From an optimization exercise on the open Yosys and OpenROAD flow, aimed at small area, a short achievable clock period and few clock cycles; shortcuts taken in it are not production practice.
Function was checked by simulation only, so behaviour that the tests miss may differ from the original.

--- flow/flow/run.sh ---
#!/bin/bash
# Standard layout (the standard.sh: the standard synthesis and ORFS flow, unchanged),
# with repair_timing asked for setup slack margin against the design's clock so that the
# resizer keeps working on the critical paths. Make's output goes to standard.log.
set -euo pipefail
bash standard.sh SETUP_SLACK_MARGIN=8.6 TNS_END_PERCENT=100 finish > standard.log 2>&1
--- flow/standard.sh ---
#!/bin/bash
# synth_recipe.tcl (not shown) runs the flow's synth.tcl, then flattens the netlist and writes it again
# the make line also repeats each setting of config.mk as NAME=value (left out here)
make -C /OpenROAD-flow-scripts/flow DESIGN_CONFIG=/design/flow/config.mk WORK_HOME=/design/flow/orfs CLKGATE_MAP_FILE= SYNTH_SCRIPT=/design/flow/synth_recipe.tcl "${@:-finish}"
--- flow/config.mk ---
export PLATFORM = sky130hd
export DESIGN_NAME = stroke_dab_interpolator_top
export DESIGN_NICKNAME = stroke_dab_interpolator_top
export VERILOG_FILES = /design/flow/design.v
export SDC_FILE = /design/flow/constraint.sdc
export NUM_CORES = 4
export LEC_CHECK = 0
export ABC_AREA = 1
export CAP_MARGIN = 20
export CORE_MARGIN = 2
export CORE_UTILIZATION = 40
export CTS_CLUSTER_DIAMETER = 150
export CTS_CLUSTER_SIZE = 20
export PLACE_DENSITY = 0.8
export SLEW_MARGIN = 20
--- flow/constraint.sdc ---
create_clock -name core_clock -period 15.0 [get_ports {clk_i}]
set_input_delay 3.0000 -clock core_clock [delete_from_list [all_inputs] [get_ports {clk_i}]]
set_output_delay 3.0000 -clock core_clock [all_outputs]
set_load 0.01 [all_outputs]
--- flow/design.v ---
package sdi_pkg;
  localparam int POS_W  = 24;
  localparam int PRS_W  = 17;
  localparam int SIZE_W = 14;
  localparam int ADDR_W = 3;
  localparam int DATA_W = 32;
  localparam logic [PRS_W-1:0]  P_ONE      = 17'h10000;
  localparam logic [SIZE_W-1:0] SIZE_RESET = 14'd160;
  localparam logic              REG_SIZE   = 1'b0;
endpackage
import sdi_pkg::*;
module sdi_cfg
(
  input  logic              clk_i,
  input  logic              rst_ni,
  input  logic              psel,
  input  logic              penable,
  input  logic              pwrite,
  input  logic [ADDR_W-1:0] paddr,
  input  logic [DATA_W-1:0] pwdata,
  output logic [DATA_W-1:0] prdata,
  output logic              pready,
  output logic [SIZE_W-1:0] brush_size_o,
  output logic              wr_o
);
  logic [SIZE_W-1:0] size_q;
  logic              wr_en;
  assign pready = 1'b1;
  assign wr_en  = psel && penable && pwrite && (paddr[2] == REG_SIZE);
  assign wr_o   = wr_en;
  always_ff @(posedge clk_i or negedge rst_ni) begin
    if (!rst_ni) begin
      size_q <= SIZE_RESET;
    end else if (wr_en) begin
      size_q <= pwdata[SIZE_W-1:0];
    end
  end
  assign prdata       = (paddr[2] == REG_SIZE) ? DATA_W'(size_q) : '0;
  assign brush_size_o = size_q;
endmodule
module sdi_log #(
  parameter int W = 19
) (
  input  logic [W-1:0] x_i,
  output logic [12:0]  l_o
);
  logic [31:0]   s0, s1, s2, s3, s4, s5;
  logic [4:0]    z;
  logic [4:0]    e;
  logic [5:0]    m;
  logic [7:0]    t;
  assign s0   = {x_i, {(32-W){1'b0}}};
  assign z[4] = (s0[31:16] == '0);
  assign s1   = z[4] ? {s0[15:0], 16'b0} : s0;
  assign z[3] = (s1[31:24] == '0);
  assign s2   = z[3] ? {s1[23:0], 8'b0} : s1;
  assign z[2] = (s2[31:28] == '0);
  assign s3   = z[2] ? {s2[27:0], 4'b0} : s2;
  assign z[1] = (s3[31:30] == '0);
  assign s4   = z[1] ? {s3[29:0], 2'b0} : s3;
  assign z[0] = !s4[31];
  assign s5   = z[0] ? {s4[30:0], 1'b0} : s4;
  assign e    = 5'(W - 1) - z;
  assign m    = s5[30 -: 6];
  always_comb begin
    unique case (m)
      6'd0: t = 8'd0;
      6'd1: t = 8'd5;
      6'd2: t = 8'd11;
      6'd3: t = 8'd16;
      6'd4: t = 8'd22;
      6'd5: t = 8'd27;
      6'd6: t = 8'd33;
      6'd7: t = 8'd38;
      6'd8: t = 8'd43;
      6'd9: t = 8'd48;
      6'd10: t = 8'd53;
      6'd11: t = 8'd58;
      6'd12: t = 8'd63;
      6'd13: t = 8'd68;
      6'd14: t = 8'd73;
      6'd15: t = 8'd77;
      6'd16: t = 8'd82;
      6'd17: t = 8'd87;
      6'd18: t = 8'd91;
      6'd19: t = 8'd96;
      6'd20: t = 8'd100;
      6'd21: t = 8'd104;
      6'd22: t = 8'd109;
      6'd23: t = 8'd113;
      6'd24: t = 8'd117;
      6'd25: t = 8'd121;
      6'd26: t = 8'd125;
      6'd27: t = 8'd129;
      6'd28: t = 8'd134;
      6'd29: t = 8'd138;
      6'd30: t = 8'd141;
      6'd31: t = 8'd145;
      6'd32: t = 8'd149;
      6'd33: t = 8'd153;
      6'd34: t = 8'd157;
      6'd35: t = 8'd161;
      6'd36: t = 8'd164;
      6'd37: t = 8'd168;
      6'd38: t = 8'd172;
      6'd39: t = 8'd175;
      6'd40: t = 8'd179;
      6'd41: t = 8'd182;
      6'd42: t = 8'd186;
      6'd43: t = 8'd189;
      6'd44: t = 8'd193;
      6'd45: t = 8'd196;
      6'd46: t = 8'd200;
      6'd47: t = 8'd203;
      6'd48: t = 8'd206;
      6'd49: t = 8'd209;
      6'd50: t = 8'd213;
      6'd51: t = 8'd216;
      6'd52: t = 8'd219;
      6'd53: t = 8'd222;
      6'd54: t = 8'd225;
      6'd55: t = 8'd229;
      6'd56: t = 8'd232;
      6'd57: t = 8'd235;
      6'd58: t = 8'd238;
      6'd59: t = 8'd241;
      6'd60: t = 8'd244;
      6'd61: t = 8'd247;
      6'd62: t = 8'd250;
      6'd63: t = 8'd253;
      default: t = 8'd0;
    endcase
  end
  assign l_o = (x_i == '0) ? 13'd0 : {e, t};
endmodule
module sdi_gtab (
  input  logic [5:0] i_i,
  output logic [7:0] g_o
);
  always_comb begin
    unique case (i_i)
      6'd0: g_o = 8'd248;
      6'd1: g_o = 8'd233;
      6'd2: g_o = 8'd218;
      6'd3: g_o = 8'd204;
      6'd4: g_o = 8'd191;
      6'd5: g_o = 8'd178;
      6'd6: g_o = 8'd166;
      6'd7: g_o = 8'd155;
      6'd8: g_o = 8'd144;
      6'd9: g_o = 8'd134;
      6'd10: g_o = 8'd125;
      6'd11: g_o = 8'd116;
      6'd12: g_o = 8'd108;
      6'd13: g_o = 8'd100;
      6'd14: g_o = 8'd93;
      6'd15: g_o = 8'd86;
      6'd16: g_o = 8'd79;
      6'd17: g_o = 8'd73;
      6'd18: g_o = 8'd68;
      6'd19: g_o = 8'd63;
      6'd20: g_o = 8'd58;
      6'd21: g_o = 8'd53;
      6'd22: g_o = 8'd49;
      6'd23: g_o = 8'd45;
      6'd24: g_o = 8'd42;
      6'd25: g_o = 8'd38;
      6'd26: g_o = 8'd35;
      6'd27: g_o = 8'd33;
      6'd28: g_o = 8'd30;
      6'd29: g_o = 8'd28;
      6'd30: g_o = 8'd25;
      6'd31: g_o = 8'd23;
      6'd32: g_o = 8'd21;
      6'd33: g_o = 8'd20;
      6'd34: g_o = 8'd18;
      6'd35: g_o = 8'd17;
      6'd36: g_o = 8'd15;
      6'd37: g_o = 8'd14;
      6'd38: g_o = 8'd13;
      6'd39: g_o = 8'd12;
      6'd40: g_o = 8'd11;
      6'd41: g_o = 8'd10;
      6'd42: g_o = 8'd9;
      6'd43: g_o = 8'd8;
      6'd44: g_o = 8'd8;
      6'd45: g_o = 8'd7;
      6'd46: g_o = 8'd7;
      6'd47: g_o = 8'd6;
      6'd48: g_o = 8'd5;
      6'd49: g_o = 8'd5;
      6'd50: g_o = 8'd5;
      6'd51: g_o = 8'd4;
      6'd52: g_o = 8'd4;
      6'd53: g_o = 8'd4;
      6'd54: g_o = 8'd3;
      6'd55: g_o = 8'd3;
      6'd56: g_o = 8'd3;
      6'd57: g_o = 8'd3;
      6'd58: g_o = 8'd2;
      6'd59: g_o = 8'd2;
      6'd60: g_o = 8'd2;
      6'd61: g_o = 8'd2;
      6'd62: g_o = 8'd2;
      6'd63: g_o = 8'd2;
      default: g_o = 8'd0;
    endcase
  end
endmodule
import sdi_pkg::*;
module sdi_mul
(
  input  logic [7:0]        neg_i,
  input  logic [7:0]        one_i,
  input  logic [7:0]        two_i,
  input  logic [PRS_W-1:0]  p_i,
  output logic [SIZE_W-1:0] r_o
);
  localparam logic [31:0] K = 32'h8000 - 32'h40000 - 32'h100000 - 32'h400000 - 32'h1000000
                            - 32'h4000000 - 32'h10000000 - 32'h40000000;
  logic [18:0] row [8];
  logic [31:0] acc;
  always_comb begin
    for (int i = 0; i < 8; i++) begin
      row[i] = {~neg_i[i], ((one_i[i] ? {1'b0, p_i} : 18'd0) | (two_i[i] ? {p_i, 1'b0} : 18'd0))
                           ^ {18{neg_i[i]}}};
    end
  end
  assign acc = K
             + 32'(row[0]) + (32'(row[1]) << 2) + (32'(row[2]) << 4) + (32'(row[3]) << 6)
             + (32'(row[4]) << 8) + (32'(row[5]) << 10) + (32'(row[6]) << 12) + (32'(row[7]) << 14)
             + 32'(neg_i[0]) + (32'(neg_i[1]) << 2) + (32'(neg_i[2]) << 4) + (32'(neg_i[3]) << 6)
             + (32'(neg_i[4]) << 8) + (32'(neg_i[5]) << 10) + (32'(neg_i[6]) << 12) + (32'(neg_i[7]) << 14);
  assign r_o = acc[16 +: SIZE_W];
endmodule
import sdi_pkg::*;
module stroke_dab_interpolator_top
#(
  parameter int MAX_DABS = 16
) (
  input  logic                     clk_i,
  input  logic                     rst_ni,
  input  logic                     psel,
  input  logic                     penable,
  input  logic                     pwrite,
  input  logic [ADDR_W-1:0]        paddr,
  input  logic [DATA_W-1:0]        pwdata,
  output logic [DATA_W-1:0]        prdata,
  output logic                     pready,
  input  logic                     in_valid_i,
  output logic                     in_ready_o,
  input  logic                     has_previous_i,
  input  logic signed [POS_W-1:0]  start_x_i,
  input  logic signed [POS_W-1:0]  start_y_i,
  input  logic [PRS_W-1:0]         start_pressure_i,
  input  logic signed [POS_W-1:0]  end_x_i,
  input  logic signed [POS_W-1:0]  end_y_i,
  input  logic [PRS_W-1:0]         end_pressure_i,
  output logic                     out_valid_o,
  input  logic                     out_ready_i,
  output logic signed [POS_W-1:0]  dab_x_o,
  output logic signed [POS_W-1:0]  dab_y_o,
  output logic [PRS_W-1:0]         dab_pressure_o,
  output logic [SIZE_W-1:0]        dab_radius_o,
  output logic                     last_o
);
  localparam logic [3:0] ST_IDLE = 4'd0;
  localparam logic [3:0] ST_S1   = 4'd1;
  localparam logic [3:0] ST_S2   = 4'd2;
  localparam logic [3:0] ST_S3   = 4'd3;
  localparam logic [3:0] ST_DONE = 4'd4;
  localparam logic [3:0] ST_SR   = 4'd5;
  localparam logic [3:0] ST_SC   = 4'd6;
  localparam logic [3:0] ST_SW   = 4'd7;
  localparam logic [3:0] ST_SF   = 4'd8;
  localparam logic [1:0] N1  = 2'd0;
  localparam logic [1:0] N8  = 2'd1;
  localparam logic [1:0] N16 = 2'd2;
  logic [SIZE_W-1:0] size;
  logic              wr;
  sdi_cfg u_cfg (
    .clk_i        (clk_i),
    .rst_ni       (rst_ni),
    .psel         (psel),
    .penable      (penable),
    .pwrite       (pwrite),
    .paddr        (paddr),
    .pwdata       (pwdata),
    .prdata       (prdata),
    .pready       (pready),
    .brush_size_o (size),
    .wr_o         (wr)
  );
  logic [PRS_W-1:0] sp_sat, ep_sat;
  logic [POS_W:0]   dx_c, dy_c;
  assign sp_sat = (start_pressure_i > P_ONE) ? P_ONE : start_pressure_i;
  assign ep_sat = (end_pressure_i > P_ONE) ? P_ONE : end_pressure_i;
  assign dx_c   = {end_x_i[POS_W-1], end_x_i} - {start_x_i[POS_W-1], start_x_i};
  assign dy_c   = {end_y_i[POS_W-1], end_y_i} - {start_y_i[POS_W-1], start_y_i};
  logic             hp1;
  logic [POS_W:0]   dx1, dy1;
  logic [PRS_W-1:0] sps1, eps1;
  always_ff @(posedge clk_i) begin
    hp1  <= has_previous_i;
    dx1  <= dx_c;
    dy1  <= dy_c;
    sps1 <= has_previous_i ? sp_sat : ep_sat;
    eps1 <= ep_sat;
  end
  logic [3:0]       st_q;
  logic [PRS_W:0]   dp_c;
  logic [PRS_W-1:0] minp_c, lmx;
  logic [POS_W-1:0] ax_c, ay_c;
  logic [18:0]      u_c, v_c;
  logic             big_c, uz_c, vz_c;
  logic [12:0]      lu, lv, lm;
  logic [12:0]      ls_q;
  assign dp_c   = {1'b0, eps1} - {1'b0, sps1};
  assign minp_c = dp_c[PRS_W] ? eps1 : sps1;
  assign ax_c   = dx1[POS_W-1:0] ^ {POS_W{dx1[POS_W]}};
  assign ay_c   = dy1[POS_W-1:0] ^ {POS_W{dy1[POS_W]}};
  assign u_c    = (ax_c[18:6] == '0) ? 19'(ax_c[5:0] + 6'(dx1[POS_W])) : ax_c[18:0];
  assign v_c    = (ay_c[18:6] == '0) ? 19'(ay_c[5:0] + 6'(dy1[POS_W])) : ay_c[18:0];
  assign uz_c   = (dx1 == '0);
  assign vz_c   = (dy1 == '0);
  assign big_c  = (|ax_c[POS_W-1:19]) | (|ay_c[POS_W-1:19]);
  assign lmx    = (st_q == ST_IDLE) ? PRS_W'(size) : minp_c;
  sdi_log #(.W(19))    u_lu (.x_i(u_c), .l_o(lu));
  sdi_log #(.W(19))    u_lv (.x_i(v_c), .l_o(lv));
  sdi_log #(.W(PRS_W)) u_lm (.x_i(lmx), .l_o(lm));
  always_ff @(posedge clk_i) begin
    if (st_q == ST_IDLE) ls_q <= lm;
  end
  logic [12:0]    lu2, lv2, lm2;
  logic           uz2, vz2, tv2;
  logic [1:0]     tn2;
  always_ff @(posedge clk_i) begin
    lu2 <= lu;
    lv2 <= lv;
    lm2 <= lm;
    uz2 <= uz_c;
    vz2 <= vz_c;
    tv2 <= !hp1 || big_c || (uz_c && vz_c) || size == '0 || minp_c == '0;
    tn2 <= (!hp1 || (!big_c && uz_c && vz_c)) ? N1 : N16;
  end
  logic signed [14:0] ld, lr, lmax, e;
  logic [12:0]        lad;
  logic [7:0]         gt, gv;
  logic signed [16:0] eg;
  assign ld   = 15'(lu2) - 15'(lv2);
  assign lr   = 15'(lm2) + 15'(ls_q);
  assign lmax = ld[14] ? 15'(lv2) : 15'(lu2);
  assign e    = lmax - lr;
  assign lad  = ld[14] ? 13'(-ld) : ld[12:0];
  sdi_gtab u_gt (.i_i(lad[9:4]), .g_o(gt));
  assign gv = (uz2 || vz2 || (|lad[12:10])) ? 8'd0 : gt;
  assign eg = {e[14], e, 1'b0} + 17'(gv);
  logic c16_t, c16_f, c8_t, c8_f;
  always_ff @(posedge clk_i) begin
    c16_t <= (eg >= -17'sd5582);    
    c16_f <= (eg <= -17'sd5679);    
    c8_t  <= (eg >= -17'sd6094);    
    c8_f  <= (eg <= -17'sd6191);    
  end
  logic               fast_ok;
  logic [1:0]         n_fast;
  always_comb begin
    fast_ok = 1'b1;
    if (tv2)                n_fast = tn2;
    else if (c16_t)         n_fast = N16;
    else if (c16_f && c8_t) n_fast = N8;
    else if (c8_f)          n_fast = N1;
    else begin
      n_fast  = N1;
      fast_ok = 1'b0;
    end
  end
  logic [1:0]   n_q;
  logic [35:0]  h_q;
  logic [29:0]  r_q;
  logic [5:0]   i_q;
  logic [4:0]   j_q;
  logic [1:0]   cy_q;
  logic         prev_q;
  logic         first_q;
  logic         sticky_q;
  logic         k_q;       
  logic [4:0]   kk;
  logic [4:0]   ik, jk;
  logic         ri, rj, ai, aj, bi, bj;
  logic         asub, bsub;
  logic         hb;
  logic [2:0]   v;
  logic         last_i;
  logic         c_exact;
  assign kk = k_q ? 5'd12 : 5'd11;
  assign ik = 5'(i_q) - kk;
  assign jk = j_q - kk;
  assign ri   = (i_q < 6'd30) ? r_q[i_q[4:0]] : 1'b0;
  assign rj   = (j_q < 5'd30) ? r_q[j_q] : 1'b0;
  assign ai   = (i_q < 6'(kk)) ? 1'b0 : ((ik >= 5'd19) ? dx1[19] : dx1[ik]);
  assign bi   = (i_q < 6'(kk)) ? 1'b0 : ((ik >= 5'd19) ? dy1[19] : dy1[ik]);
  assign aj   = (j_q >= kk) && (jk <= 5'd19) && dx1[jk];
  assign bj   = (j_q >= kk) && (jk <= 5'd19) && dy1[jk];
  assign asub = (jk != 5'd19);
  assign bsub = (jk != 5'd19);
  assign hb = first_q ? 1'b0 : ((st_q == ST_SR) ? prev_q : h_q[0]);
  always_comb begin
    if (st_q == ST_SR) begin
      v = 3'(hb) + 3'(size[j_q[3:0]] && (i_q < 6'd17) && minp_c[i_q[4:0]]) + 3'(cy_q[0]);
    end else begin
      v = 3'(hb) + 3'(rj && ri) + 3'(aj && (ai ^ asub)) + 3'(bj && (bi ^ bsub)) + 3'(cy_q)
        + ((i_q == '0) ? 3'(aj && asub) + 3'(bj && bsub) : 3'd0);
    end
  end
  assign last_i  = (st_q == ST_SR) ? (i_q == 6'd35) : (i_q == 6'd36);
  assign c_exact = h_q[35] || ((h_q == '0) && !sticky_q);
  logic [1:0]  n_p1;
  logic [20:0] p1_a, p1_b;
  assign n_p1 = (st_q == ST_S3) ? n_fast : n_q;
  assign p1_a = {sps1, (n_p1 == N1) ? 4'b0000 : 4'b1000};
  always_comb begin
    unique case (n_p1)
      N16:     p1_b = {{3{dp_c[PRS_W]}}, dp_c};
      N8:      p1_b = {{2{dp_c[PRS_W]}}, dp_c, 1'b0};
      default: p1_b = {dp_c[16:0], 4'b0000};
    endcase
  end
  logic                ov_q, last_q;
  logic [3:0]          cnt_q;
  logic [27:0]         ax_q, ay_q;
  logic [25:0]         dxs_q, dys_q;
  logic [PRS_W-1:0]    ap_q;
  logic [20:0]         pn_q;
  logic [18:0]         dps_q;
  logic [SIZE_W-1:0]   rad_q;
  logic                pnp_q;
  logic                ir0_q, ir1_q;
  logic                lsel_q;
  logic                done, lsel, accept, take, step;
  logic                p1_av, pn_free;
  logic                n1, n8, n16;
  logic [27:0]         dxs_n, dys_n;
  logic [18:0]         dps_n;
  logic [27:0]         xa, xb, ya, yb, xsum, ysum;
  logic [20:0]         pa, pb, psum;
  logic                psel_p1;
  logic [SIZE_W-1:0]   rad_n;
  assign done   = (st_q == ST_DONE);
  assign lsel   = lsel_q;
  assign in_ready_o = ir0_q || (ir1_q && out_ready_i);
  assign accept = in_valid_i && in_ready_o;
  assign take   = ov_q && out_ready_i;
  assign step   = take && !last_q;
  assign n1     = (n_q == N1);
  assign n8     = (n_q == N8);
  assign n16    = (n_q == N16);
  assign dxs_n = n16 ? {{3{dx1[POS_W]}}, dx1} : (n8 ? {{2{dx1[POS_W]}}, dx1, 1'b0} : {dx1[23:0], 4'b0000});
  assign dys_n = n16 ? {{3{dy1[POS_W]}}, dy1} : (n8 ? {{2{dy1[POS_W]}}, dy1, 1'b0} : {dy1[23:0], 4'b0000});
  assign dps_n = n16 ? {dp_c[PRS_W], dp_c} : (n8 ? {dp_c, 1'b0} : '0);
  assign xa   = lsel ? {start_x_i, n1 ? 4'b0000 : 4'b1000} : ax_q;
  assign xb   = lsel ? dxs_n : {{2{dxs_q[25]}}, dxs_q};
  assign ya   = lsel ? {start_y_i, n1 ? 4'b0000 : 4'b1000} : ay_q;
  assign yb   = lsel ? dys_n : {{2{dys_q[25]}}, dys_q};
  assign xsum = xa + xb;
  assign ysum = ya + yb;
  assign psel_p1 = p1_av && !pnp_q && (!ov_q || last_q || cnt_q == 4'd1);
  assign pa   = psel_p1 ? p1_a : pn_q;
  assign pb   = psel_p1 ? p1_b : (lsel ? {{2{dps_n[18]}}, dps_n} : {{2{dps_q[18]}}, dps_q});
  assign psum = pa + pb;
  logic [15:0] sz;
  logic [7:0]  bneg_q, bone_q, btwo_q;
  assign sz = {2'b00, size};
  always_ff @(posedge clk_i) begin
    for (int i = 0; i < 8; i++) begin
      bneg_q[i] <= sz[2*i+1] && !(sz[2*i] && ((i == 0) ? 1'b0 : sz[2*i-1]));
      bone_q[i] <= sz[2*i] ^ ((i == 0) ? 1'b0 : sz[2*i-1]);
      btwo_q[i] <= (sz[2*i+1] && !sz[2*i] && !((i == 0) ? 1'b0 : sz[2*i-1]))
                || (!sz[2*i+1] && sz[2*i] && ((i == 0) ? 1'b0 : sz[2*i-1]));
    end
  end
  sdi_mul u_mul (
    .neg_i (bneg_q),
    .one_i (bone_q),
    .two_i (btwo_q),
    .p_i   (pn_q[20:4]),
    .r_o   (rad_n)
  );
  always_ff @(posedge clk_i) begin
    if (accept) begin
      dxs_q  <= dxs_n[25:0];
      dys_q  <= dys_n[25:0];
      dps_q  <= dps_n;
      cnt_q  <= n16 ? 4'd15 : (n8 ? 4'd7 : 4'd0);
      last_q <= n1;
    end else if (step) begin
      cnt_q  <= cnt_q - 4'd1;
      last_q <= (cnt_q == 4'd1);
    end
    if (accept || step) begin
      ax_q  <= xsum;
      ay_q  <= ysum;
      ap_q  <= pn_q[20:4];
      rad_q <= rad_n;
    end
  end
  assign p1_av   = done || (st_q == ST_S3 && fast_ok);
  assign pn_free = !ov_q || last_q || (step && cnt_q == 4'd1);
  always_ff @(posedge clk_i) begin
    if (accept || step || (pn_free && p1_av && !pnp_q)) begin
      pn_q <= psum;
    end
  end
  logic [3:0] st_n;
  logic       ov_n, last_n, pnp_n;
  assign ov_n   = accept ? 1'b1 : ((take && last_q) ? 1'b0 : ov_q);
  assign last_n = accept ? n1 : (step ? (cnt_q == 4'd1) : last_q);
  assign pnp_n  = (accept || (st_q != ST_DONE && !(st_q == ST_S3 && fast_ok))) ? 1'b0
                : ((pn_free && p1_av) ? 1'b1 : pnp_q);
  always_comb begin
    st_n = st_q;
    if (!in_valid_i || accept || wr) begin
      st_n = ST_IDLE;
    end else begin
      unique case (st_q)
        ST_IDLE: st_n = ST_S1;
        ST_S1:   st_n = ST_S2;
        ST_S2:   st_n = ST_S3;
        ST_S3:   st_n = fast_ok ? ST_DONE : ST_SR;
        ST_SR:   if (last_i && j_q == 5'd0) st_n = ST_SC;
        ST_SC:   st_n = ST_SW;
        ST_SW:   if (last_i && j_q == 5'd31) st_n = ST_SF;
        ST_SF:   st_n = ST_DONE;
        default: ;
      endcase
    end
  end
  always_ff @(posedge clk_i or negedge rst_ni) begin
    if (!rst_ni) begin
      st_q  <= ST_IDLE;
      ov_q  <= 1'b0;
      pnp_q <= 1'b0;
      ir0_q <= 1'b0;
      ir1_q <= 1'b0;
      lsel_q <= 1'b0;
    end else begin
      st_q  <= st_n;
      ov_q  <= ov_n;
      pnp_q <= pnp_n;
      ir0_q <= (st_n == ST_DONE) && pnp_n && !ov_n;
      ir1_q <= (st_n == ST_DONE) && pnp_n && last_n;
      lsel_q <= (st_n == ST_DONE) && (!ov_n || last_n);
    end
  end
  always_ff @(posedge clk_i) begin
    h_q <= {(st_q == ST_SW && i_q == 6'd36) ? h_q[35] : v[0], h_q[35:1]};
    unique case (st_q)
      ST_S3: begin
        n_q     <= n_fast;
        k_q     <= !c16_t && c16_f;
        i_q     <= '0;
        j_q     <= 5'd13;
        cy_q    <= '0;
        prev_q  <= 1'b0;
        first_q <= 1'b1;
      end
      ST_SR: begin
        prev_q <= h_q[0];
        cy_q   <= {1'b0, v[1]};
        if (last_i) begin
          i_q     <= '0;
          j_q     <= j_q - 5'd1;
          cy_q    <= '0;
          prev_q  <= 1'b0;
          first_q <= 1'b0;
        end else begin
          i_q <= i_q + 6'd1;
        end
      end
      ST_SC: begin
        r_q      <= h_q[29:0];
        i_q      <= '0;
        j_q      <= '0;
        first_q  <= 1'b1;
        sticky_q <= 1'b0;
        cy_q     <= '0;
      end
      ST_SW: begin
        if (i_q == 6'd36) begin
          sticky_q <= sticky_q || h_q[0];
          i_q      <= '0;
          j_q      <= j_q + 5'd1;
          cy_q     <= '0;
          first_q  <= 1'b0;
        end else begin
          i_q  <= i_q + 6'd1;
          cy_q <= v[2:1];
        end
      end
      ST_SF: n_q <= k_q ? (c_exact ? N8 : N1) : (c_exact ? N16 : N8);
      default: ;
    endcase
  end
  assign out_valid_o    = ov_q;
  assign dab_x_o        = ax_q[27:4];
  assign dab_y_o        = ay_q[27:4];
  assign dab_pressure_o = ap_q;
  assign dab_radius_o   = rad_q;
  assign last_o         = last_q;
endmodule
==> flow_summary.toml, run 1 <==
[outcome]
outcome = "finished clean"

[min_path]
min_from = "h_q[20]"
min_path_type = "reg2reg"
whs_endpoint = "h_q[19]"
hold_depth = 0

[floorplanning]
die_x_um = 321
die_h_um = 321
core_area_um2 = 99700
dieArea_um2 = 103000
initial_core_util = 0.402
rows = 116
io-pin-count = 288

[setup_path]
ff2ff_setup_slack_ps = 8930
crit_chain = "buf_8, a21oi_4, inv_2, buf_6"
critPathSlowestCell = "a21oi_4"
endpoint_kind = "output port"
path_delay_family = "buffers and inverters"
path_depth = 4
critical_path_class = "in2out"
reg2reg_to = "cy_q[0]"
startpoint_type = "primary input"
path_max_fanout = 3
worstSetupStartpoint = "out_ready_i"
r2r_cells = 22
cp.arrival_ps = 3450
reg2reg_from = "j_q[0]"
critPathMaxStageDelay_ps = 150
path_buf_inv = 3
critPathRequiredTime_ps = 12000

[yosys]
netlist.area_leader.share = 0.184
async_flop_share = 0.0501
yosysTopAreaCell = "edfxtp_1"
ys_seq_elements = 459
synth_cell_types = 81
avgSynthCellArea_um2 = 7.57
seq_area_frac_synth = 0.293
ys_warn_count = 7
yosysMostFrequentCell = "nand2_1"
ys_top_cells_by_area = "edfxtp_1 (18%), nand2_1 (11%), ha_1 (9.8%), dfxtp_1 (9.5%), inv_1 (6.4%)"
ys.flop_type = "edfxtp_1"
synth_edf_count = 246
synth_cells = 5304
ys_top_cells_by_count = "nand2_1 (1,151), inv_1 (687), o21ai_0 (337), a21oi_1 (332), nor2_1 (323)"
netlist_area_um2 = 40100

[layout]
final_layout_size_suffix_gt1_frac = 0.0620
antenna_cells = 0
layout.nets = 6042
area_delta_synth_final_pct = 11.1
multi_input_area_um2 = 24600
fill_cells = 9618
regArea_um2 = 11800

[sta]
fin_hold_ws_ps = 345
timing.final.ws_setup_ps = 8550
drv_slew = 0
slew_headroom = 0.150
timing.final.hold_violations = 0
skew_ps = 39.7
fmax_mhz = 155
setup_tns_ps = 0
fin_crit_ps = 6450
tightestPinTransition_ps = 1260
rsz0062_at_grt = "true"
setup_viol = 0
fin_crit_sh = 0.430

[placed_design]
io_buffers = 248
pre_cts_ws_ps = 7520
gp_congestion = 0.961
hpwl_um = 87800

[route]
vias = 37300
drc = 0
drt_iter0_drc = 4212
vias_per_cell = 5.53
ant_nets = 0
dr.pass1.iters = 6
wl_per_cell_um = 17.2
routed_wl_um = 116000

[clock_network]
clockBufferDepth = 3
cts_tree = "built"
htreeDepth = 1
ctsRootBufferMaster = "clkbuf_16"
cts_inserted_buffers = 26
clk_latency_ps = 630
cts.clk_slew.worst_paths_ps = 110
cts_sinks = 459

[run]
maxCapViolCount = 0

[global_routing]
grt_max_degree = 76
antenna_found_initial = 2
grt_pass1_wl_um = 183000
grt_usage = 0.216
grt_pass1_vias = 35000
grt.overflow.total = 0
## how the worst max path moves through the flow
stage | slack, ps | endpoint
after floorplan | 8630 | prdata[10]
after global placement | 7550 | prdata[10]
after detailed placement | 7520 | prdata[10]
after CTS | 8520 | prdata[10]
after global routing | 8530 | in_ready_o
final | 8550 | in_ready_o
## layer usage
layer | vias to the layer above | wire length [um] | share of wire | GRT usage
li1 | 17800 | - | - | -
met1 | 17400 | 48200 | 0.41 | 0.287
met2 | 1819 | 53700 | 0.46 | 0.361
met3 | 306 | 10200 | 0.087 | 0.0306
met4 | 0 | 4400 | 0.038 | 0.0708
met5 | - | 0 | 0 | 0
## cell type report
cell class | count | area share
multi-input cells | 3907 | 0.552
flip-flops and latches | 459 | 0.264
repair inverters | 3 | 0.000337
clock buffers | 47 | 0.0164
repair buffers | 332 | 0.0691
well taps | 1298 | 0.0364
clock inverters | 1 | 0.000365
inverters | 707 | 0.0611
## registers in the layout, indices dropped and copies added (netlist names), 13 cells and up
name          flops
h_q              36
r_q              30
ax_q             28
ay_q             28
dxs_q            26
dys_q            26
dx1              25
dy1              25
pn_q             21
dps_q            19
ap_q             17
eps1             17
sps1             17
rad_q            14
u_cfg.size_q     14
lm2              13
ls_q             13
lu2              13
lv2              13
## metrics by stage
stage | utilization | instances | cell area (um^2)
2_1_floorplan | - | 5321 | 40200
3_3_place_gp | 0.433 | 6641 | 43100
3_5_place_dp | 0.433 | 6642 | 43200
4_1_cts | 0.440 | 6691 | 43900
5_1_grt | 0.447 | 6754 | 44600
6_report | 0.447 | 6754 | 44600
## worst reg2reg max path: cells and delay by family, from the launching register on
family	cells	cell delay (ps)
adder cells (fa/ha/maj)	7	3290
AO/OA/AOI/OAI	7	1060
buffers and inverters	3	640
flip-flops	1	470
AND/OR/NAND/NOR	5	450
## timing repair
action,4_1_cts,5_1_grt
gates resized for setup,91,66
setup endpoints to repair,21,43
pin swaps,1,2
buffers inserted,1,60
cloned,0,3
hold buffers,0,0
## placed cells by master, fill, tap and decap left out, drive strengths merged, types with 48 or more instances in the layout
master / instances
a21oi: 336
buf: 101
clkdlybuf4s50: 231
dfxtp: 190
edfxtp: 246
fa: 119
ha: 314
inv: 687
nand2: 1205
nand3: 320
nand4: 66
nor2: 351
nor3: 48
o21ai: 362
o22ai: 195
xnor2: 72
xor2: 277
## logic make-up (layout without fill, tap and decap cells)
logic type / after synthesis / after routing / share of synthesized area
other cells: 2 / 19 / 0.000187
mux: 6 / 6 / 0.00162
xor+xnor: 349 / 349 / 0.0769
fa+ha+maj: 433 / 433 / 0.157
compound gates: 1037 / 1037 / 0.147
simple gates: 2063 / 2063 / 0.224
flops: 459 / 459 / 0.293
buf+inv: 955 / 1090 / 0.100
Testbench counts, summed over its fixed seeds: cycles 5,173.
==> run 2: changes to the inputs <==
--- a/flow/flow/run.sh
+++ b/flow/flow/run.sh
@@ -4,3 +4,3 @@
 # resizer keeps working on the critical paths. Make's output goes to standard.log.
 set -euo pipefail
-bash standard.sh SETUP_SLACK_MARGIN=8.6 TNS_END_PERCENT=100 finish > standard.log 2>&1
+bash standard.sh SETUP_SLACK_MARGIN=8.45 TNS_END_PERCENT=100 finish > standard.log 2>&1
--- a/flow/config.mk
+++ b/flow/config.mk
@@ -10,6 +10,3 @@
 export CORE_MARGIN = 2
 export CORE_UTILIZATION = 40
-export CTS_CLUSTER_DIAMETER = 150
-export CTS_CLUSTER_SIZE = 20
-export PLACE_DENSITY = 0.8
 export SLEW_MARGIN = 20
==> run 2 against run 1 <==
  * Via count down 3.0%
  * Setup slack lost 74 ps
  * Sequential cell count stayed put
  * Register-to-register slack worse by 140 ps
  * Global-route usage increased by 1.2 points
  * Critical path type unchanged
  * Critical endpoint unchanged
  * Largest cell class unchanged
  * Highest routed layer unchanged
==> flow_summary.toml, run 2 <==
[floorplanning]
initial_core_util = 0.402
core_area_um2 = 99700
die_h_um = 321
io-pin-count = 288
dieArea_um2 = 103000
die_x_um = 321
rows = 116

[run]
maxCapViolCount = 0

[yosys]
synth-simple-area-share = 0.224
synth_xor_area_frac = 0.0769
synth_cell_types = 81
synth_mux_area_frac = 0.00162
synthAdderAreaFrac = 0.157
avgSynthCellArea_um2 = 7.57
async_flop_share = 0.0501
synth_compound_area_frac = 0.147
netlist_area_um2 = 40100
synth_cells = 5304
yosysMostFrequentCell = "nand2_1"
yosysTopAreaCell = "edfxtp_1"
ys_seq_elements = 459
ys_warn_count = 7
synth_edf_count = 246
ys.flop_type = "edfxtp_1"
netlist.area_leader.share = 0.184
ys_top_cells_by_count = "nand2_1 (1,151), inv_1 (687), o21ai_0 (337), a21oi_1 (332), nor2_1 (323)"
ys_top_cells_by_area = "edfxtp_1 (18%), nand2_1 (11%), ha_1 (9.8%), dfxtp_1 (9.5%), inv_1 (6.4%)"
seq_area_frac_synth = 0.293
synth_top_family_by_area = "simple AND/OR/NAND/NOR gates"

[sta]
setup_viol = 0
rsz0062_at_grt = "false"
drv_slew = 0
slew_headroom = 0.319
timing.final.hold_violations = 0
fin_crit_ps = 6520
fmax_mhz = 153
fin_crit_sh = 0.435
skew_ps = 24.5
tightestPinTransition_ps = 1020
setup_tns_ps = 0

[clock_network]
cts_inserted_buffers = 53
htreeDepth = 2
cts.clk_slew.worst_paths_ps = 60
clockBufferDepth = 3
hold_buffers = 0
ctsRootBufferMaster = "clkbuf_16"
cts_tree = "built"
clk_latency_ps = 630
cts_sinks = 459

[layout]
top_regs = "h_q (36), r_q (30)"
layout.nets = 6061
fill_cells = 9896
mostFrequentLayoutCells = "nand2_1 (1,147), inv_1 (669), a21oi_1 (330), o21ai_0 (329), nor2_1 (317)"
largest_reg_flops = 36
multi_input_area_um2 = 24500
area_delta_synth_final_pct = 13.5
regArea_um2 = 11800
final_layout_size_suffix_gt1_frac = 0.0678
regMostFlops = "h_q"
final_common_cell = "nand2_1"

[setup_path]
r2r_cells = 18
endpoint_kind = "output port"
reg2reg_from = "i_q[1]"
startpoint_type = "primary input"
critical_path_class = "in2out"
critPathRequiredTime_ps = 12000
worstSetupStartpoint = "out_ready_i"
path_max_fanout = 3
cp.arrival_ps = 3520

[global_routing]
grt_pass1_vias = 34200
grt_usage = 0.228
grt_pass1_wl_um = 189000
antenna_found_initial = 1
grt_max_degree = 106
grt.overflow.total = 0

[min_path]
min_from = "h_q[34]"
min_path_type = "reg2reg"
hold_depth = 0

[route]
vias = 36200
drc = 0
wl_per_cell_um = 17.7
dr.pass1.iters = 8
vias_per_cell = 5.33
routed_wl_um = 121000
ant_nets = 0
drt_iter0_drc = 3105

[placed_design]
gp_congestion = 0.927
hpwl_um = 91300
io_buffers = 248

[outcome]
outcome = "finished clean"
## run 2: final cells by class
type,instances,area share
diodes,2,0.000110
clock buffers,75,0.0348
clock inverters,24,0.00607
inverters,707,0.0598
multi-input cells,3907,0.538
flip-flops and latches,459,0.259
well taps,1298,0.0357
repair buffers,326,0.0664
repair inverters,1,0.000110
## run 2: path summary, 6_finish.rpt
kind                              endpoint  slack, ps
setup / recovery                in_ready_o       8480
hold / removal                     h_q[33]        350
setup reg to reg                   cy_q[0]       8790
hold reg to reg                    h_q[33]        350
max in group asynchronous  u_cfg.size_q[7]      11900
min in group asynchronous  u_cfg.size_q[0]       2770
## run 2: kinds of logic after synthesis
group / after synthesis
simple gates: 2063
compound gates: 1037
buf+inv: 955
flops: 459
fa+ha+maj: 433
xor+xnor: 349
mux: 6
other cells: 2
## run 2: repair_timing
item,CTS,global route
endpoints found under the setup margin,21,36
buffers inserted,3,50
pin swaps,1,2
gates cloned,0,1
hold endpoints to repair,0,0
gates resized for setup,39,56
## run 2: per-layer routing
metal,vias to the layer above,global-route usage,share of wire,routed length (um)
li1,17900,-,-,-
met1,16900,0.317,0.46,54900
met2,1240,0.372,0.45,54700
met3,169,0.0318,0.070,8380
met4,0,0.0564,0.022,2660
met5,-,0,0,0
## run 2: metrics by stage
step                      cells  hold WS (ps)   util  setup slack, ps  instance area [um^2]
after floorplan            5321           331      -             8510                 40200
after global placement     6644           340  0.433             7520                 43200
final                      6799           345  0.457             8480                 45500
after CTS                  6746           346  0.452             8450                 45100
after detailed placement   6644           344  0.433             7530                 43200
after global routing       6797           355  0.457             8420                 45500
## run 2: worst max-delay path, cell delays in order
cell and delay [ps]:
buf_2 140, a21oi_2 170, inv_2 60, buf_2 140
==> run 3: changes to the inputs <==
==> flow/flow/run.sh (replaced) <==
#!/bin/bash
# Standard layout (the standard.sh: the standard synthesis and ORFS flow, unchanged),
# with repair_timing asked for setup slack margin against the design's clock so that the
# resizer keeps working on the critical paths, and the port buffers (every input and
# output port still gets one) made of buf_1 cells. Make's output goes to standard.log.
set -euo pipefail
bash standard.sh SETUP_SLACK_MARGIN=8.6 TNS_END_PERCENT=100 \
  "BUFFER_PORTS_ARGS=-buffer_cell sky130_fd_sc_hd__buf_1" finish > standard.log 2>&1
--- a/flow/config.mk
+++ b/flow/config.mk
@@ -10,3 +10,7 @@
 export CORE_MARGIN = 2
 export CORE_UTILIZATION = 40
+export CTS_CLUSTER_DIAMETER = 150
+export CTS_CLUSTER_SIZE = 20
+export GPL_TIMING_DRIVEN = 0
+export PLACE_DENSITY = 0.8
 export SLEW_MARGIN = 20
==> run 3 against run 2 <==
  * Synthesized cell count is the same
  * Routed wire length grew 2.7%
  * Final cell count grew 2.1%
  * Hold slack gained 9.1 ps
  * First-iteration DRC count grew 14%
  * Critical path depth is the same
  * Largest cell class unchanged
  * Highest routed layer is now met5
==> flow_summary.toml, run 3 <==
[yosys]
ys_top_cells_by_count = "nand2_1 (1,151), inv_1 (687), o21ai_0 (337), a21oi_1 (332), nor2_1 (323)"
netlist.area_leader.share = 0.184
synth_edf_count = 246
seq_area_frac_synth = 0.293
yosysTopAreaCell = "edfxtp_1"
ys_warn_count = 7
yosysMostFrequentCell = "nand2_1"
ys_top_cells_by_area = "edfxtp_1 (18%), nand2_1 (11%), ha_1 (9.8%), dfxtp_1 (9.5%), inv_1 (6.4%)"
netlist_area_um2 = 40100
avgSynthCellArea_um2 = 7.57
async_flop_share = 0.0501
ys_seq_elements = 459
synth_cells = 5304
synth_cell_types = 81
ys.flop_type = "edfxtp_1"

[sta]
fin_crit_sh = 0.435
slew_headroom = 0.247
rsz0062_at_grt = "true"
drv_slew = 0
timing.final.hold_violations = 0
fmax_mhz = 153
skew_ps = 29.0
tightestPinTransition_ps = 1120
fin_crit_ps = 6530
setup_tns_ps = 0
setup_viol = 0

[layout]
largest_reg_flops = 36
finalNonFillerCells = 6942
final_layout_size_suffix_gt1_frac = 0.0696
mostFrequentLayoutCells = "nand2_1 (1,150), inv_1 (683), o21ai_0 (330), a21oi_1 (327), ha_1 (314)"
stdcell_area_um2 = 44300
regMostFlops = "h_q"
layout.nets = 6230
final_common_cell = "nand2_1"
fill_cells = 9806
top_regs = "h_q (36), r_q (30)"
antenna_cells = 0
area_delta_synth_final_pct = 10.5

[floorplanning]
rows = 116
die_x_um = 321
core_area_um2 = 99700
dieArea_um2 = 103000
die_h_um = 321
initial_core_util = 0.402
io-pin-count = 288

[global_routing]
grt_pass1_vias = 36200
grt.overflow.total = 0
grt_usage = 0.231
antenna_found_initial = 2
grt_pass1_wl_um = 192000
grt_max_degree = 28

[clock_network]
ctsRootBufferMaster = "clkbuf_16"
clockBufferDepth = 3
clk_latency_ps = 620
cts_tree = "built"
cts.clk_slew.worst_paths_ps = 80
cts_inserted_buffers = 27
cts_sinks = 459
htreeDepth = 1

[placed_design]
io_buffers = 248
hpwl_um = 98600
placed_cells = 6876
placed_area_um2 = 43000
gp_congestion = 1.01

[setup_path]
critPathRequiredTime_ps = 12000
path_max_fanout = 2
critical_path_class = "in2out"
endpoint_kind = "output port"
cp.arrival_ps = 3530
startpoint_type = "primary input"

[route]
wl_per_cell_um = 17.8
dr.pass1.iters = 7
vias_per_cell = 5.50
vias = 38200
ant_nets = 0
routed_wl_um = 124000
drt_iter0_drc = 3534
drc = 0

[run]
maxCapViolCount = 0

[min_path]
min_path_type = "reg2reg"

[outcome]
outcome = "finished clean"
==> run 3: cell types whose count changed in the layout (fill, tap and decap cells not counted), sizes merged <==
cell	delta
buf	+318
clkdlybuf4s50	-231
clkbuf	+83
clkinvlp	-19
inv	+8
clkinv	-7
bufinv	-5
clkdlybuf4s15	-2
diode	-2
==> run 3: per-layer routing <==
layer,GRT usage,wire (um)
met3,0.0336,11200
met2,0.379,55700
met5,0,13
met1,0.313,52400
met4,0.0766,4540
==> run 3: layout make-up <==
| class | count | area (um^2) | area share |
|---|---|---|---|
| Multi-Input combinational cell | 3907 | 24700 | 0.556 |
| Sequential cell | 459 | 11800 | 0.265 |
| Inverter | 707 | 2660 | 0.0599 |
| Tap cell | 1298 | 1620 | 0.0366 |
| Buffer | 248 | 1460 | 0.0328 |
| Timing Repair Buffer | 274 | 1400 | 0.0315 |
| Clock buffer | 47 | 751 | 0.0169 |
| Clock inverter | 2 | 25.0 | 0.000564 |
==> run 3: critical path: stages <==
cell	delay, ps
buf_8	110
a21oi_4	220
inv_2	70
buf_6	120
==> run 3: path summary, 6_finish.rpt <==
path	startpoint	end	slack, ps	depth (start not counted)
max in group asynchronous	rst_ni	st_q[3]	12170	1
min reg2reg	h_q[31]	h_q[30]	350	0
min	h_q[31]	h_q[30]	350	0
max reg2reg	j_q[1]	cy_q[0]	8720	24
min in group asynchronous	rst_ni	ir0_q	2400	1
max	out_ready_i	in_ready_o	8470	4
==> run 3: cells by family (layout without fill, tap and decap cells) <==
kind of cell | after synthesis | after routing | share of synthesized area
muxes | 6 | 6 | 0.00162
other | 2 | 19 | 0.000187
AOI/OAI and AO/OA | 1037 | 1037 | 0.147
DFF | 459 | 459 | 0.293
and+or+nand+nor | 2063 | 2063 | 0.224
buffers and inverters | 955 | 1278 | 0.100
adders and majority gates | 433 | 433 | 0.157
xor gates and xnor gates | 349 | 349 | 0.0769
==> run 3: through the flow <==
step	hold slack (ps)	util	setup WS [ps]
2_1_floorplan	331	-	8630
3_3_place_gp	339	0.429	6910
3_5_place_dp	343	0.431	7930
4_1_cts	357	0.441	8460
5_1_grt	366	0.445	8440
6_report	355	0.445	8470
==> run 3: timing repair <==
item | 4_1_cts | 5_1_grt
cloned | 1 | 0
pin swaps | 14 | 5
setup endpoints to repair | 28 | 31
resized for setup | 67 | 94
hold buffers | 0 | 0
buffers inserted | 3 | 13
==> run 4: changes to the inputs <==
--- a/flow/config.mk
+++ b/flow/config.mk
@@ -9,8 +9,7 @@
 export CAP_MARGIN = 20
 export CORE_MARGIN = 2
-export CORE_UTILIZATION = 40
+export CORE_UTILIZATION = 50
 export CTS_CLUSTER_DIAMETER = 150
 export CTS_CLUSTER_SIZE = 20
-export GPL_TIMING_DRIVEN = 0
 export PLACE_DENSITY = 0.8
 export SLEW_MARGIN = 20
==> run 4 against run 3 <==
  * Still clean on timing, DRC and antenna
  * Via count is 2.9% lower
  * Hold slack hardly changed
  * Clock-buffer cell count stayed put
  * Routed wire length is 8.4% lower
  * Sequential share of layout area is 1.0 points higher
  * Setup slack better by 37 ps
  * Synthesized area stayed put
  * Sequential cell count stayed put
  * Register-to-register slack better by 140 ps
  * Critical endpoint unchanged
==> flow_summary.toml, run 4 <==
[outcome]
outcome = "finished clean"

[placed_design]
gp_congestion = 0.972
hpwl_um = 85700
placed_cells = 6398
io_buffers = 248
pre_cts_ws_ps = 7870

[yosys]
synth_edf_count = 246
netlist_area_um2 = 40100
ys_top_cells_by_count = "nand2_1 (1,151), inv_1 (687), o21ai_0 (337), a21oi_1 (332), nor2_1 (323)"
yosysMostFrequentCell = "nand2_1"
netlist.area_leader.share = 0.184
avgSynthCellArea_um2 = 7.57
ys_top_cells_by_area = "edfxtp_1 (18%), nand2_1 (11%), ha_1 (9.8%), dfxtp_1 (9.5%), inv_1 (6.4%)"
yosysTopAreaCell = "edfxtp_1"
async_flop_share = 0.0501
seq_area_frac_synth = 0.293
ys.flop_type = "edfxtp_1"
ys_warn_count = 7
ys_seq_elements = 459
synth_cell_types = 81
synth_cells = 5304

[route]
dr.pass1.iters = 9
vias_per_cell = 5.71
wl_per_cell_um = 17.5
ant_nets = 0
drt_iter0_drc = 3923
drc = 0
vias = 37100
routed_wl_um = 114000

[layout]
layout.nets = 6032
mostFrequentLayoutCells = "nand2_1 (1,146), inv_1 (672), o21ai_0 (333), a21oi_1 (329), ha_1 (313)"
area_delta_synth_final_pct = 6.39
fill_cells = 7411
largest_reg_flops = 36
regMostFlops = "h_q"
top_regs = "h_q (36), r_q (30)"
final_layout_size_suffix_gt1_frac = 0.0582
final_common_cell = "nand2_1"
finalNonFillerCells = 6497

[run]
maxCapViolCount = 0

[sta]
timing.final.hold_violations = 0
rsz0062_at_grt = "true"
setup_viol = 0
timing.final.ws_setup_ps = 8510
fin_hold_ws_ps = 355
fmax_mhz = 154
fin_crit_sh = 0.433
drv_slew = 0
slew_headroom = 0.137
setup_tns_ps = 0
fin_crit_ps = 6490
skew_ps = 35.1
tightestPinTransition_ps = 1280

[setup_path]
path_buf_inv = 3
critical_path_class = "in2out"
path_max_fanout = 2
critPathSlowestCell = "a21oi_4"
startpoint_type = "primary input"
crit_chain = "buf_12, a21oi_4, inv_2, buf_6"
cp.arrival_ps = 3490
endpoint_kind = "output port"
path_delay_family = "buffers and inverters"
critPathMaxStageDelay_ps = 170
critPathRequiredTime_ps = 12000

[floorplanning]
initial_core_util = 0.506
io-pin-count = 288
dieArea_um2 = 82500
die_h_um = 287
core_area_um2 = 79300
die_x_um = 287
rows = 103

[global_routing]
busiest_layer = "met2"
grt_max_degree = 79
antenna_found_initial = 2
grt_usage = 0.263
met1_usage = 0.354
grt_pass1_vias = 34300
grt_pass1_wl_um = 177000
met3_usage = 0.0375
met2_usage = 0.436
grt.overflow.total = 0

[min_path]
min_path_type = "reg2reg"

[clock_network]
clk_latency_ps = 620
clockBufferDepth = 3
cts_sinks = 459
htreeDepth = 1
cts.clk_slew.worst_paths_ps = 80
cts_tree = "built"
ctsRootBufferMaster = "clkbuf_16"
cts_inserted_buffers = 26
## run 4: cell counts after synthesis
Identical to the previous run, type by type.
## run 4: logic make-up after synthesis
group                    Yosys count  share of synthesized area
multiplexers                       6                    0.00162
flip-flops                       459                      0.293
buffers and inverters            955                      0.100
XOR/XNOR                         349                     0.0769
adder cells (fa/ha/maj)          433                      0.157
AND/OR/NAND/NOR                 2063                      0.224
other                              2                   0.000187
AO/OA/AOI/OAI                   1037                      0.147
## run 4: metrics by stage
stage | cell area [um^2] | util
2_1_floorplan | 40200 | -
5_1_grt | 42700 | 0.539
6_report | 42700 | 0.539
4_1_cts | 42200 | 0.532
3_3_place_gp | 41300 | 0.521
3_5_place_dp | 41300 | 0.521
## run 4: layer usage
layer / routed length, um / vias up
met2: 52400 / 1763
met1: 47300 / 17200
met4: 3750 / 0
met3: 10100 / 260
met5: 0 / -
li1: - / 17800
## run 4: final timing paths
check / from / to / slack [ps] / depth (start not counted)
setup / recovery: out_ready_i / in_ready_o / 8510 / 4
hold / removal: h_q[31] / h_q[30] / 350 / 0
max in group asynchronous: rst_ni / u_cfg.size_q[5] / 12330 / 2
hold reg to reg: h_q[31] / h_q[30] / 350 / 0
min in group asynchronous: rst_ni / u_cfg.size_q[12] / 2370 / 2
setup reg to reg: bneg_q[3] / rad_q[12] / 8860 / 21
## run 4: repair_timing
| item | 4_1_cts | 5_1_grt |
|---|---|---|
| hold buffers | 0 | 0 |
| pin swaps | 2 | 5 |
| gates resized for setup | 28 | 52 |
| setup endpoints to repair | 21 | 33 |
| gates cloned | 0 | 2 |
| buffers inserted | 3 | 44 |
## run 4: worst reg2reg max path, stage by stage (launching register included)
cell	delay (ps)
dfxtp_1	700
inv_1	520
xor2_1	310
fa_1	560
inv_1	50
fa_1	470
fa_1	520
fa_1	500
ha_1	330
a21oi_1	150
o221ai_1	190
a21oi_1	280
inv_1	70
a21oi_1	200
inv_1	90
nand4_1	80
nand2_1	100
nand2_1	70
nand2_1	120
a21oi_2	250
o221ai_1	150
xor2_1	170
## run 4: layout make-up
type | instances | area, um^2 | share of cell area
timing repair inverter | 1 | 5.00 | 0.000117
timing repair buffer | 323 | 1570 | 0.0367
clock inverter | 1 | 16.3 | 0.000381
multi-input combinational | 3908 | 24600 | 0.576
clock buffer | 47 | 731 | 0.0171
tap | 1050 | 1310 | 0.0308
antenna | 1 | 2.50 | 0.0000586
inverter | 707 | 2710 | 0.0634
sequential | 459 | 11800 | 0.276
==> run 5: changes to the inputs <==
--- a/flow/config.mk
+++ b/flow/config.mk
@@ -9,5 +9,5 @@
 export CAP_MARGIN = 20
 export CORE_MARGIN = 2
-export CORE_UTILIZATION = 50
+export CORE_UTILIZATION = 40
 export CTS_CLUSTER_DIAMETER = 150
 export CTS_CLUSTER_SIZE = 20
==> run 5 against run 4 <==
  * First-iteration DRC count grew 14%
  * Die area grew 25%
  * Non-clock buffer count grew 2
  * Final area grew 0.90%
  * Utilization shrank 11 points
  * Hold slack lost 1.3 ps
  * Sequential cell count is the same
  * Via count grew 0.47%
  * Critical path type unchanged
  * Critical endpoint unchanged
==> flow_summary.toml, run 5 <==
[setup_path]
critical_path_class = "in2out"
reg2reg_to = "cy_q[0]"
reg2reg_from = "i_q[1]"
startpoint_type = "primary input"
path_max_fanout = 2
r2r_cells = 17
critPathRequiredTime_ps = 12000
cp.arrival_ps = 3510
ff2ff_setup_slack_ps = 8870
endpoint_kind = "output port"

[run]
maxCapViolCount = 0

[placed_design]
placed_area_um2 = 41600
pre_cts_ws_ps = 7770
io_buffers = 248
gp_congestion = 0.968
hpwl_um = 86400

[route]
routed_wl_um = 115000
ant_nets = 0
drc = 0
vias_per_cell = 5.52
dr.pass1.iters = 8
wl_per_cell_um = 17.0
vias = 37300
drt_iter0_drc = 4472

[global_routing]
grt_pass1_vias = 34500
grt_usage = 0.212
grt.overflow.total = 0
grt_pass1_wl_um = 179000
antenna_found_initial = 5
grt_max_degree = 76

[yosys]
netlist_area_um2 = 40100
synth_cell_types = 81
synth_edf_count = 246
ys_top_cells_by_area = "edfxtp_1 (18%), nand2_1 (11%), ha_1 (9.8%), dfxtp_1 (9.5%), inv_1 (6.4%)"
ys_top_cells_by_count = "nand2_1 (1,151), inv_1 (687), o21ai_0 (337), a21oi_1 (332), nor2_1 (323)"
async_flop_share = 0.0501
ys_seq_elements = 459
ys.flop_type = "edfxtp_1"
yosysMostFrequentCell = "nand2_1"
netlist.area_leader.share = 0.184
seq_area_frac_synth = 0.293
avgSynthCellArea_um2 = 7.57
yosysTopAreaCell = "edfxtp_1"
ys_warn_count = 7
synth_cells = 5304

[sta]
fin_crit_ps = 6510
slew_headroom = 0.360
setup_viol = 0
rsz0062_at_grt = "true"
timing.final.hold_violations = 0
tightestPinTransition_ps = 952
drv_slew = 0
timing.final.ws_setup_ps = 8490
setup_tns_ps = 0
fin_crit_sh = 0.434
fmax_mhz = 154
skew_ps = 48.1

[layout]
regMostFlops = "h_q"
largest_reg_flops = 36
regArea_um2 = 11800
final_layout_size_suffix_gt1_frac = 0.0611
antenna_cells = 0
final_util = 0.432
fill_cells = 9860
mostFrequentLayoutCells = "nand2_1 (1,146), inv_1 (668), o21ai_0 (333), a21oi_1 (329), nor2_1 (312)"
final_common_cell = "nand2_1"
area_delta_synth_final_pct = 7.35
stdcell_area_um2 = 43100
top_regs = "h_q (36), r_q (30)"
layout.nets = 6036
multi_input_area_um2 = 24600

[clock_network]
cts.clk_slew.worst_paths_ps = 80
cts_inserted_buffers = 26
cts_tree = "built"
htreeDepth = 1
ctsRootBufferMaster = "clkbuf_16"
clk_latency_ps = 630
clockBufferDepth = 3
cts_sinks = 459

[floorplanning]
rows = 116
die_x_um = 321
die_h_um = 321
io-pin-count = 288
core_area_um2 = 99700
dieArea_um2 = 103000
initial_core_util = 0.402

[min_path]
min_from = "h_q[30]"
hold_depth = 0
whs_endpoint = "h_q[29]"
min_path_type = "reg2reg"

[outcome]
outcome = "finished clean"
run 5: cell counts after synthesis:
No cell type changed its count.
run 5: worst max-delay path by stage:
stage / startpoint / to / slack [ps]
global route: out_ready_i / in_ready_o / 8460
finish: out_ready_i / in_ready_o / 8490
global placement: lv2[4] / c16_f / 7940
detailed placement: lv2[6] / c16_f / 7770
CTS: out_ready_i / in_ready_o / 8440
floorplan: paddr[2] / prdata[10] / 8630
run 5: cell type report:
type / count / share of cell area
clock buffers: 47 / 0.0170
flip-flops and latches: 459 / 0.273
clock inverters: 1 / 0.000378
multi-input cells: 3909 / 0.572
well taps: 1298 / 0.0377
inverters: 707 / 0.0632
repair buffers: 325 / 0.0365
repair inverters: 2 / 0.000232
run 5: critical path, cell delays in order:
cell and delay, ps:
buf_12 110, a21oi_4 190, inv_2 70, buf_6 120
run 5: what timing repair did:
item / in CTS / in global routing
hold buffers: 0 / 0
pin swaps: 2 / 6
gates resized for setup: 33 / 63
endpoints found under the setup margin: 22 / 41
cloned: 0 / 4
buffers inserted: 2 / 55
run 5: through the flow:
| stage | instances | hold WS (ps) |
|---|---|---|
| 2_1_floorplan | 5321 | 331 |
| 3_3_place_gp | 6639 | 338 |
| 3_5_place_dp | 6639 | 338 |
| 4_1_cts | 6689 | 356 |
| 5_1_grt | 6748 | 366 |
| 6_report | 6748 | 354 |
run 5: cells by family after synthesis:
| group | after synthesis | share of synthesized area |
|---|---|---|
| AND/OR/NAND/NOR | 2063 | 0.224 |
| AO/OA/AOI/OAI | 1037 | 0.147 |
| buffers and inverters | 955 | 0.100 |
| flip-flops | 459 | 0.293 |
| adder cells (fa/ha/maj) | 433 | 0.157 |
| XOR/XNOR | 349 | 0.0769 |
| multiplexers | 6 | 0.00162 |
| other | 2 | 0.000187 |
run 5: routing by layer:
layer	vias to the layer above	global-route usage	part of all wire
li1	17800	-	-
met4	2	0.0650	0.031
met3	256	0.0317	0.090
met5	-	0	0.00010
met1	17300	0.284	0.42
met2	1883	0.351	0.46
==> run 6: changes to the inputs <==
--- a/flow/config.mk
+++ b/flow/config.mk
@@ -7,5 +7,5 @@
 export LEC_CHECK = 0
 export ABC_AREA = 1
-export CAP_MARGIN = 20
+export CAP_MARGIN = 5
 export CORE_MARGIN = 2
 export CORE_UTILIZATION = 40
@@ -13,3 +13,3 @@
 export CTS_CLUSTER_SIZE = 20
 export PLACE_DENSITY = 0.8
-export SLEW_MARGIN = 20
+export SLEW_MARGIN = 5
==> run 6 against run 5 <==
  * Still clean on timing, DRC and antenna
  * Setup slack better by 3.2 ps
  * Clock skew rose by 2.3 ps
  * Register-to-register slack got worse by 20 ps
  * Global-route usage stayed put
  * Clock-buffer cell count stayed put
  * Largest cell class unchanged
  * Highest routed layer unchanged
==> flow_summary.toml, run 6 <==
[outcome]
outcome = "finished clean"

[sta]
setup_viol = 0
drv_slew = 0
skew_ps = 50.4
tightestPinTransition_ps = 1360
timing.final.hold_violations = 0
setup_tns_ps = 0
slew_headroom = 0.0859
rsz0062_at_grt = "true"
fin_crit_ps = 6500
fmax_mhz = 154
fin_crit_sh = 0.434

[route]
wl_per_cell_um = 17.0
vias = 37200
drt_iter0_drc = 4407
vias_per_cell = 5.51
drc = 0
routed_wl_um = 115000
dr.pass1.iters = 8
ant_nets = 0

[placed_design]
gp_congestion = 0.968
io_buffers = 248
hpwl_um = 86400
placed_area_um2 = 41600

[yosys]
ys_seq_elements = 459
yosysTopAreaCell = "edfxtp_1"
yosysMostFrequentCell = "nand2_1"
avgSynthCellArea_um2 = 7.57
synth_cell_types = 81
netlist_area_um2 = 40100
ys_top_cells_by_count = "nand2_1 (1,151), inv_1 (687), o21ai_0 (337), a21oi_1 (332), nor2_1 (323)"
ys.flop_type = "edfxtp_1"
netlist.area_leader.share = 0.184
seq_area_frac_synth = 0.293
synth_cells = 5304
async_flop_share = 0.0501
ys_warn_count = 7
synth_edf_count = 246
ys_top_cells_by_area = "edfxtp_1 (18%), nand2_1 (11%), ha_1 (9.8%), dfxtp_1 (9.5%), inv_1 (6.4%)"

[floorplanning]
die_h_um = 321
die_x_um = 321
initial_core_util = 0.402
dieArea_um2 = 103000
io-pin-count = 288
rows = 116
core_area_um2 = 99700

[layout]
final_common_cell = "nand2_1"
area_delta_synth_final_pct = 7.32
mostFrequentLayoutCells = "nand2_1 (1,146), inv_1 (668), o21ai_0 (334), a21oi_1 (329), nor2_1 (312)"
regMostFlops = "h_q"
largest_reg_flops = 36
antenna_cells = 0
final_layout_size_suffix_gt1_frac = 0.0609
top_regs = "h_q (36), r_q (30)"
stdcell_area_um2 = 43100
fill_cells = 9858
layout.nets = 6036

[setup_path]
crit_chain = "buf_12, a21oi_4, inv_2, buf_6"
startpoint_type = "primary input"
cp.arrival_ps = 3500
critPathMaxStageDelay_ps = 190
path_depth = 4
path_max_fanout = 2
critPathRequiredTime_ps = 12000
critical_path_class = "in2out"
path_delay_family = "buffers and inverters"
critPathSlowestCell = "a21oi_4"
endpoint_kind = "output port"
r2r_cells = 23
path_buf_inv = 3

[run]
maxCapViolCount = 0

[global_routing]
grt_max_degree = 76
grt.overflow.total = 0
antenna_found_initial = 5
grt_pass1_wl_um = 179000
grt_usage = 0.212
grt_pass1_vias = 34500

[clock_network]
cts_inserted_buffers = 26
cts.clk_slew.worst_paths_ps = 80
clockBufferDepth = 3
hold_buffers = 0
clk_latency_ps = 630
ctsRootBufferMaster = "clkbuf_16"
cts_tree = "built"
htreeDepth = 1
cts_sinks = 459

[min_path]
min_path_type = "reg2reg"
hold_depth = 0
-- run 6: path summary, 6_finish.rpt --
kind | from | endpoint | slack [ps]
worst max-delay path | out_ready_i | in_ready_o | 8500
worst min-delay path | h_q[30] | h_q[29] | 350
worst max register to register | j_q[0] | cy_q[0] | 8850
worst min register to register | h_q[30] | h_q[29] | 350
max in group asynchronous | rst_ni | u_cfg.size_q[7] | 12320
min in group asynchronous | rst_ni | lsel_q | 2360
-- run 6: cell families after synthesis --
| group | after synthesis | synth area share |
|---|---|---|
| buffers and inverters | 955 | 0.100 |
| AOI/OAI and AO/OA | 1037 | 0.147 |
| other | 2 | 0.000187 |
| DFF | 459 | 0.293 |
| adders and majority gates | 433 | 0.157 |
| muxes | 6 | 0.00162 |
| xor gates and xnor gates | 349 | 0.0769 |
| and+or+nand+nor | 2063 | 0.224 |
-- run 6: layout make-up --
class,instances,area (um^2),area share
Clock inverter,1,16.3,0.000378
Sequential cell,459,11800,0.273
Timing Repair inverter,2,10.0,0.000232
Multi-Input combinational cell,3909,24600,0.572
Tap cell,1298,1620,0.0377
Timing Repair Buffer,325,1570,0.0365
Clock buffer,47,731,0.0170
Inverter,707,2720,0.0632
-- run 6: metrics by stage --
step | worst slack [ps] | util | hold WS (ps) | std cells
2_1_floorplan | 8630 | - | 331 | 5321
3_3_place_gp | 7940 | 0.417 | 338 | 6639
3_5_place_dp | 7770 | 0.417 | 338 | 6639
4_1_cts | 8440 | 0.426 | 356 | 6689
5_1_grt | 8460 | 0.432 | 366 | 6748
6_report | 8500 | 0.432 | 354 | 6748
-- run 6: repair_timing --
action	CTS	global route
setup buffers	2	55
resized for setup	33	63
endpoints found under the setup margin	22	41
cloned	0	4
pin swaps	2	6
-- run 6: per-layer routing --
| layer | vias to the layer above | GRT usage | part of all wire |
|---|---|---|---|
| met5 | - | 0 | 0.00010 |
| met4 | 2 | 0.0650 | 0.032 |
| met3 | 281 | 0.0317 | 0.090 |
| met2 | 1888 | 0.351 | 0.46 |
| met1 | 17200 | 0.284 | 0.42 |
| li1 | 17800 | - | - |

## static timing again, ports no longer ideal
The flow's constraints put no driver on any port. The routed layouts listed below were extracted and timed again, unchanged, in two steps. Step 1 (the two cells are an assumption about what drives the block):
set clk [get_ports {clk_i}]
set_driving_cell -lib_cell sky130_fd_sc_hd__clkbuf_16 $clk
set_driving_cell -lib_cell sky130_fd_sc_hd__buf_2 [delete_from_list [all_inputs] $clk]
Step 2, shift: input delay + t, output delay - t, t = (earliest + latest rising clock arrival at the registers) / 2. This alone moves slack from input paths to output paths. Three values: no drivers, after step 1, after step 2; two values: the first two.
run	shift t [ns]	setup WS [ns]	hold WS [ns]	latest minus earliest clock arrival (ns)
run 1	0.685	8.551 / 8.511 / 8.246	0.345 / 0.345 / 0.345	0.040 / 0.040
run 2	0.688	8.478 / 8.448 / 8.224	0.345 / 0.345 / 0.345	0.027 / 0.027
run 3	0.674	8.469 / 8.428 / 8.358	0.355 / 0.355 / 0.355	0.030 / 0.029
run 4	0.669	8.506 / 8.454 / 8.378	0.355 / 0.355 / 0.355	0.037 / 0.038
run 5	0.679	8.494 / 8.444 / 8.420	0.354 / 0.354 / 0.354	0.049 / 0.048
run 6	0.679	8.497 / 8.447 / 8.406	0.354 / 0.354 / 0.354	0.052 / 0.052
After both steps setup and hold are still met in every run listed. For run 1, which loses most, drivers alone change the setup slack by -0.040 ns; drivers and shift together by -0.305 ns.
